What follows belongs to an exercise in optimizing a design on an open flow for small area and a short achievable clock period; a production flow would make more cautious choices.
The RTL was checked by simulation tests, not by an equivalence proof against the original design.
Power figures rest on the tool's default switching activity, not on a simulated workload.

Design eee_imgproc, start of the top module:
module eee_imgproc #(
	parameter int IMAGE_W = 640,
	parameter int IMAGE_H = 480,
	parameter int MSG_INTERVAL = 6,
	parameter int MSG_DEPTH = 128
) (
	input  logic                clk,
	input  logic                reset_n,
	input  logic                s_chipselect,
	input  logic                s_read,
	input  logic                s_write,
	input  logic [2:0]          s_address,
	input  logic [31:0]         s_writedata,
	output logic [31:0]         s_readdata,
	input  imgproc_pkg::pixel_t sink_data,
	input  logic                sink_valid,
	output logic                sink_ready,
	input  logic                sink_sop,
	input  logic                sink_eop,
	output imgproc_pkg::pixel_t source_data,
	output logic                source_valid,
	input  logic                source_ready,
	output logic                source_sop,
	output logic                source_eop,
	input  logic                mode
);
	localparam int BEAT_W = 24 + 2;
	localparam int XW = $clog2(IMAGE_W);
	logic [BEAT_W-1:0] in_beat, out_beat;
	imgproc_pkg::pixel_t            pix_in, pix_out, class_colour, bb_col;
	logic              sop, eop, in_valid, in_ready, out_ready, accept;
	imgproc_pkg::coord_t            x, y;
	logic [XW-1:0]     x_q;
	logic              packet_video, frame_done;
	logic              red_detect, yellow_detect, rbb_active, ybb_active;
	imgproc_pkg::coord_t            red_left, red_right, red_top, red_bottom;
	imgproc_pkg::coord_t            yellow_left, yellow_right, yellow_top, yellow_bottom;
	logic              fifo_rd, fifo_empty, flush;
	logic [2:0]        wr_word, wr_word_next;
	imgproc_pkg::msg_word_t         fifo_head;
	logic [7:0]        fifo_used;
	stream_reg #(.DATA_W(BEAT_W)) in_slice (
		.clk(clk), .reset_n(reset_n),
		.valid_in(sink_valid), .data_in({sink_data, sink_sop, sink_eop}),
		.ready_out(in_ready),
		.ready_in(out_ready), .valid_out(in_valid), .data_out(in_beat)
	);
	assign {pix_in, sop, eop} = in_beat;
	logic not_both_valid;
	always_ff @(posedge clk) begin
		if (!reset_n) begin
			not_both_valid <= 1'b1;
		end else begin
			not_both_valid <= ~((in_ready ? sink_valid : in_valid) &
  ...
Size in the first run: about 7000 cells after synthesis, about 2500 flip-flops, roughly 130 I/O pins.
clock: 40.0 ns
lec_check: 0
cap_margin: 20
core_margin: 2
core_utilization: 40
place_density: 0.6
slew_margin: 20
run.sh (not shown) runs the stock make flow with config.mk's settings and CLKGATE_MAP_FILE= SYNTH_SCRIPT=/design/flow/synth_recipe.tcl, a recipe that flattens the netlist after the stock synthesis.
Then changed:
==> flow/flow/run.sh (new file) <==
#!/bin/bash
# Layout flow: the standard synthesis and layout (standard.sh), with these
# changes to how the layout is made:
#  - repair_timing aims for more setup slack than the design's clock period
#    needs, so that it also shortens the port-to-port path
#    source_ready -> sink_ready, which sets the achieved period;
#  - source_ready and sink_ready are placed next to each other on the edge;
#  - the port buffers are the smallest plain buffer (repair upsizes them
#    where timing needs it);
#  - the clock tree uses larger sink clusters and no dummy loads.
# The clock period, the SDC and the other settings are the standard flow's, unchanged.
# Each step's full output goes to a log file of its own in this folder; ORFS's
# per-stage logs are under orfs/logs/.
set -euo pipefail

here=$(pwd)

bash standard.sh synth > synth.log 2>&1

bash standard.sh finish \
	"SETUP_SLACK_MARGIN=${SETUP_MARGIN:-23.5}" \
	"IO_CONSTRAINTS=$here/flow/io.tcl" \
	"BUFFER_PORTS_ARGS=-buffer_cell sky130_fd_sc_hd__buf_1" \
	"CTS_ARGS=-sink_clustering_enable -repair_clock_nets -sink_clustering_size 25 -sink_clustering_max_diameter 100 -dont_use_dummy_load" \
	> layout.log 2>&1
==> flow/flow/io.tcl (new file) <==
# keep the two ends of the combinational port-to-port path together
set_io_pin_constraint -group -order -pin_names {source_ready sink_ready}
==> flow/standard.sh (new file) <==
#!/bin/bash
# synth_recipe.tcl (not shown) runs the flow's synth.tcl, then flattens the netlist and writes it again
# the make line also repeats each setting of config.mk as NAME=value (left out here)
make -C /OpenROAD-flow-scripts/flow DESIGN_CONFIG=/design/flow/config.mk WORK_HOME=/design/flow/orfs CLKGATE_MAP_FILE= SYNTH_SCRIPT=/design/flow/synth_recipe.tcl "${@:-finish}"
CORE_UTILIZATION = 55   (was 40)
PLACE_DENSITY = 0.7   (was 0.6)
removed: flow/run.sh
Clock skew rose by 0.020 ns; wire length shrinks by about 5%; final cell count falls by about 12%; count of clock-buffer cells in the layout goes down by 235; via count drops by 0.82%; power shrinks by 20%; sequential power hardly moves; fmax rises by about 4.5%; utilization is higher by 13 points; setup slack gets better by 0.74 ns.


== middle ==
eee_imgproc, a different RTL version from the one above (not shown whole).
For scale: ~5700 cells after synthesis, roughly 2400 flip-flops, ~130 I/O pins.
clock: 40.0 ns
lec_check: 0
cap_margin: 20
core_margin: 2
core_utilization: 55
place_density: 0.7
slew_margin: 20
standard.sh (not shown) runs the stock make flow with config.mk's settings and CLKGATE_MAP_FILE= SYNTH_SCRIPT=/design/flow/synth_recipe.tcl, a recipe that flattens the netlist after the stock synthesis.
==> flow/flow/run.sh <==
#!/bin/bash
# Layout flow: the standard synthesis and layout (standard.sh), with these
# changes to how the layout is made:
#  - synthesis maps the combinational logic with an area-oriented ABC script
#    (flow/abc_area_map.script) in place of ORFS's speed script, and leaves
#    adders to ABC rather than to ORFS's half/full-adder cell mapping;
#    everything else in synthesis, registers included, is the standard
#    synthesis;
#  - repair_timing aims for more setup slack than the design's clock period
#    needs, so that it also shortens the port-to-port path
#    source_ready -> sink_ready, which sets the achieved period;
#  - source_ready and sink_ready are placed next to each other on the edge;
#  - the port buffers are the smallest plain buffer (repair upsizes them
#    where timing needs it);
#  - the clock tree uses larger sink clusters and no dummy loads.
# The clock period, the SDC and the other settings are the standard flow's, unchanged.
# Each step's full output goes to a log file of its own in this folder; ORFS's
# per-stage logs are under orfs/logs/.
set -euo pipefail

here=$(pwd)

# ORFS's scripts with only the ABC speed script replaced
rm -rf "$here/orfs_scripts"
cp -r "$FLOW_HOME/scripts" "$here/orfs_scripts"
cp "$here/flow/abc_area_map.script" "$here/orfs_scripts/abc_speed.script"

bash standard.sh synth "SCRIPTS_DIR=$here/orfs_scripts" "ADDER_MAP_FILE=" > synth.log 2>&1

bash standard.sh finish \
	"SETUP_SLACK_MARGIN=${SETUP_MARGIN:-23.6}" \
	"IO_CONSTRAINTS=$here/flow/io.tcl" \
	"BUFFER_PORTS_ARGS=-buffer_cell sky130_fd_sc_hd__buf_1" \
	"CTS_ARGS=-sink_clustering_enable -repair_clock_nets -sink_clustering_size 25 -sink_clustering_max_diameter 100 -dont_use_dummy_load" \
	> layout.log 2>&1
==> flow/flow/abc_area_map.script <==
strash
&get -n
&fraig -x
&put
dc2
strash
&get -n
&dch -f
&nf -R 1000
&put
==> flow/flow/io.tcl <==
# keep the two ends of the combinational port-to-port path together
set_io_pin_constraint -group -order -pin_names {source_ready sink_ready}
Setup changes, middle to west
- PLACE_DENSITY now 0.8, was 0.7
- CORE_UTILIZATION now 68, was 55
diff --git a/flow/flow/run.sh b/flow/flow/run.sh
--- a/flow/flow/run.sh
+++ b/flow/flow/run.sh
@@ -29,5 +29,5 @@
 
 bash standard.sh finish \
-	"SETUP_SLACK_MARGIN=${SETUP_MARGIN:-23.6}" \
+	"SETUP_SLACK_MARGIN=${SETUP_MARGIN:-23.75}" \
 	"IO_CONSTRAINTS=$here/flow/io.tcl" \
 	"BUFFER_PORTS_ARGS=-buffer_cell sky130_fd_sc_hd__buf_1" \
==> flow/flow/abc_area_map.script <==
strash
&get -n
&fraig -x
&put
dc2
strash
&get -n
&dch -f
&nf -R 1000
&put
strash
&get -n
&dch -f
&nf -R 1000
&put
==> comparison <==
- west went all the way through the flow, and no timing, DRC or antenna check failed.
- Sequential share of layout area: west vs middle up 0.78 points
- Synthesized cell count was higher in middle than in west.
- Compared with middle, the detailed router inserted more vias in west.
- west vs middle — total power dropped slightly
- Of west and middle, middle shows the higher growth of design area from synthesis to finish, with west below it.
- west ended with more met3 wire length than middle.
- On fraction of area in multi-input gates, west and middle are basically level.
- Looking at register-to-register setup slack, west sits below middle.
- Relative to middle, die height has gone down in west.


Starting RTL as in the previous note.
Settings: LEC_CHECK=0, CAP_MARGIN=20, CORE_MARGIN=2, CORE_UTILIZATION=55, CTS_CLUSTER_DIAMETER=100, CTS_CLUSTER_SIZE=25, PLACE_DENSITY=0.7, SLEW_MARGIN=20; clock period 40.0 ns.
run.sh (not shown) runs the stock make flow with config.mk's settings and CLKGATE_MAP_FILE= SYNTH_SCRIPT=/design/flow/synth_recipe.tcl, a recipe that flattens the netlist after the stock synthesis.
Stock flow here: none of the scripts above is used.
The first run ran to the end with no violations.
Next try:
==> flow/flow/run.sh (new file) <==
#!/bin/bash
# Layout flow: the standard synthesis and layout (standard.sh), with these
# changes to how the layout is made:
#  - synthesis maps the combinational logic with an area-oriented ABC script
#    (flow/abc_area_map.script) in place of ORFS's speed script, and leaves
#    adders to ABC rather than to ORFS's half/full-adder cell mapping;
#    everything else in synthesis, registers included, is the standard
#    synthesis;
#  - repair_timing aims for more setup slack than the design's clock period
#    needs, so that it also shortens the port-to-port path
#    source_ready -> sink_ready, which sets the achieved period;
#  - source_ready and sink_ready are placed next to each other on the edge;
#  - the port buffers are the smallest plain buffer (repair upsizes them
#    where timing needs it);
#  - the clock tree uses larger sink clusters and no dummy loads.
# The clock period, the SDC and the other settings are the standard flow's, unchanged.
# Each step's full output goes to a log file of its own in this folder; ORFS's
# per-stage logs are under orfs/logs/.
set -euo pipefail

here=$(pwd)

# ORFS's scripts with only the ABC speed script replaced
rm -rf "$here/orfs_scripts"
cp -r "$FLOW_HOME/scripts" "$here/orfs_scripts"
cp "$here/flow/abc_area_map.script" "$here/orfs_scripts/abc_speed.script"

bash standard.sh synth "SCRIPTS_DIR=$here/orfs_scripts" "ADDER_MAP_FILE=" > synth.log 2>&1

bash standard.sh finish \
	"SETUP_SLACK_MARGIN=${SETUP_MARGIN:-23.75}" \
	"IO_CONSTRAINTS=$here/flow/io.tcl" \
	"BUFFER_PORTS_ARGS=-buffer_cell sky130_fd_sc_hd__buf_1" \
	"CTS_ARGS=-sink_clustering_enable -repair_clock_nets -sink_clustering_size 25 -sink_clustering_max_diameter 100 -dont_use_dummy_load" \
	> layout.log 2>&1
==> flow/flow/abc_area_map.script (new file) <==
strash
&get -n
&fraig -x
&put
dc2
strash
&get -n
&dch -f
&nf -R 1000
&put
strash
&get -n
&dch -f
&nf -R 1000
&put
==> flow/flow/io.tcl (new file) <==
# keep the two ends of the combinational port-to-port path together
set_io_pin_constraint -group -order -pin_names {source_ready sink_ready}
==> flow/standard.sh (new file) <==
#!/bin/bash
# synth_recipe.tcl (not shown) runs the flow's synth.tcl, then flattens the netlist and writes it again
# the make line also repeats each setting of config.mk as NAME=value (left out here)
make -C /OpenROAD-flow-scripts/flow DESIGN_CONFIG=/design/flow/config.mk WORK_HOME=/design/flow/orfs CLKGATE_MAP_FILE= SYNTH_SCRIPT=/design/flow/synth_recipe.tcl "${@:-finish}"
--- a/flow/config.mk
+++ b/flow/config.mk
@@ -8,7 +8,5 @@
 export CAP_MARGIN = 20
 export CORE_MARGIN = 2
-export CORE_UTILIZATION = 55
-export CTS_CLUSTER_DIAMETER = 100
-export CTS_CLUSTER_SIZE = 25
-export PLACE_DENSITY = 0.7
+export CORE_UTILIZATION = 62
+export PLACE_DENSITY = 0.74
 export SLEW_MARGIN = 20
removed: flow/run.sh
The new run went through all stages and came out clean.
Count of clock-buffer cells in the layout is lower by 77.
Final area is lower by 6.2%.
Global-route usage is higher by 6.2 points.
Critical path depth stays the same.
Flip-flop and latch count does not change.
Clock power is lower by about 7%.
Synthesized area is lower by 6.4%.

## static timing again, ports no longer ideal
In the flow no input, the clock included, has a driving cell. The finished layouts below were timed again as built, in two steps.
Step 1 (the two cells are an assumption about what drives the block):
set clk [get_ports {clk}]
set_driving_cell -lib_cell sky130_fd_sc_hd__clkbuf_16 $clk
set_driving_cell -lib_cell sky130_fd_sc_hd__buf_2 [delete_from_list [all_inputs] $clk]
Step 2, shift: input delay + t, output delay - t, t = (earliest + latest rising clock arrival at the registers) / 2. This alone moves slack from input paths to output paths.
Slacks: ideal ports / drivers / drivers and shift; pairs: ideal ports / drivers.
run	t (ns)	setup WS [ns]	hold WS [ns]
the first run of note 1	0.990	22.800 / 22.778 / 22.778	0.451 / 0.451 / 0.451
the second run of note 1	0.869	23.541 / 23.517 / 23.517	0.438 / 0.438 / 0.438
middle	0.842	23.586 / 23.564 / 23.564	0.477 / 0.477 / 0.477
west	0.842	23.525 / 23.501 / 23.501	0.466 / 0.466 / 0.466
the first run of note 3	0.865	22.797 / 22.773 / 22.773	0.421 / 0.421 / 0.421
the second run of note 3	0.826	23.557 / 23.527 / 23.527	0.449 / 0.449 / 0.449
After both steps setup and hold are still met in every run listed. For the second run of note 3, which loses most, drivers alone change the setup slack by -0.030 ns; drivers and shift together by -0.030 ns.
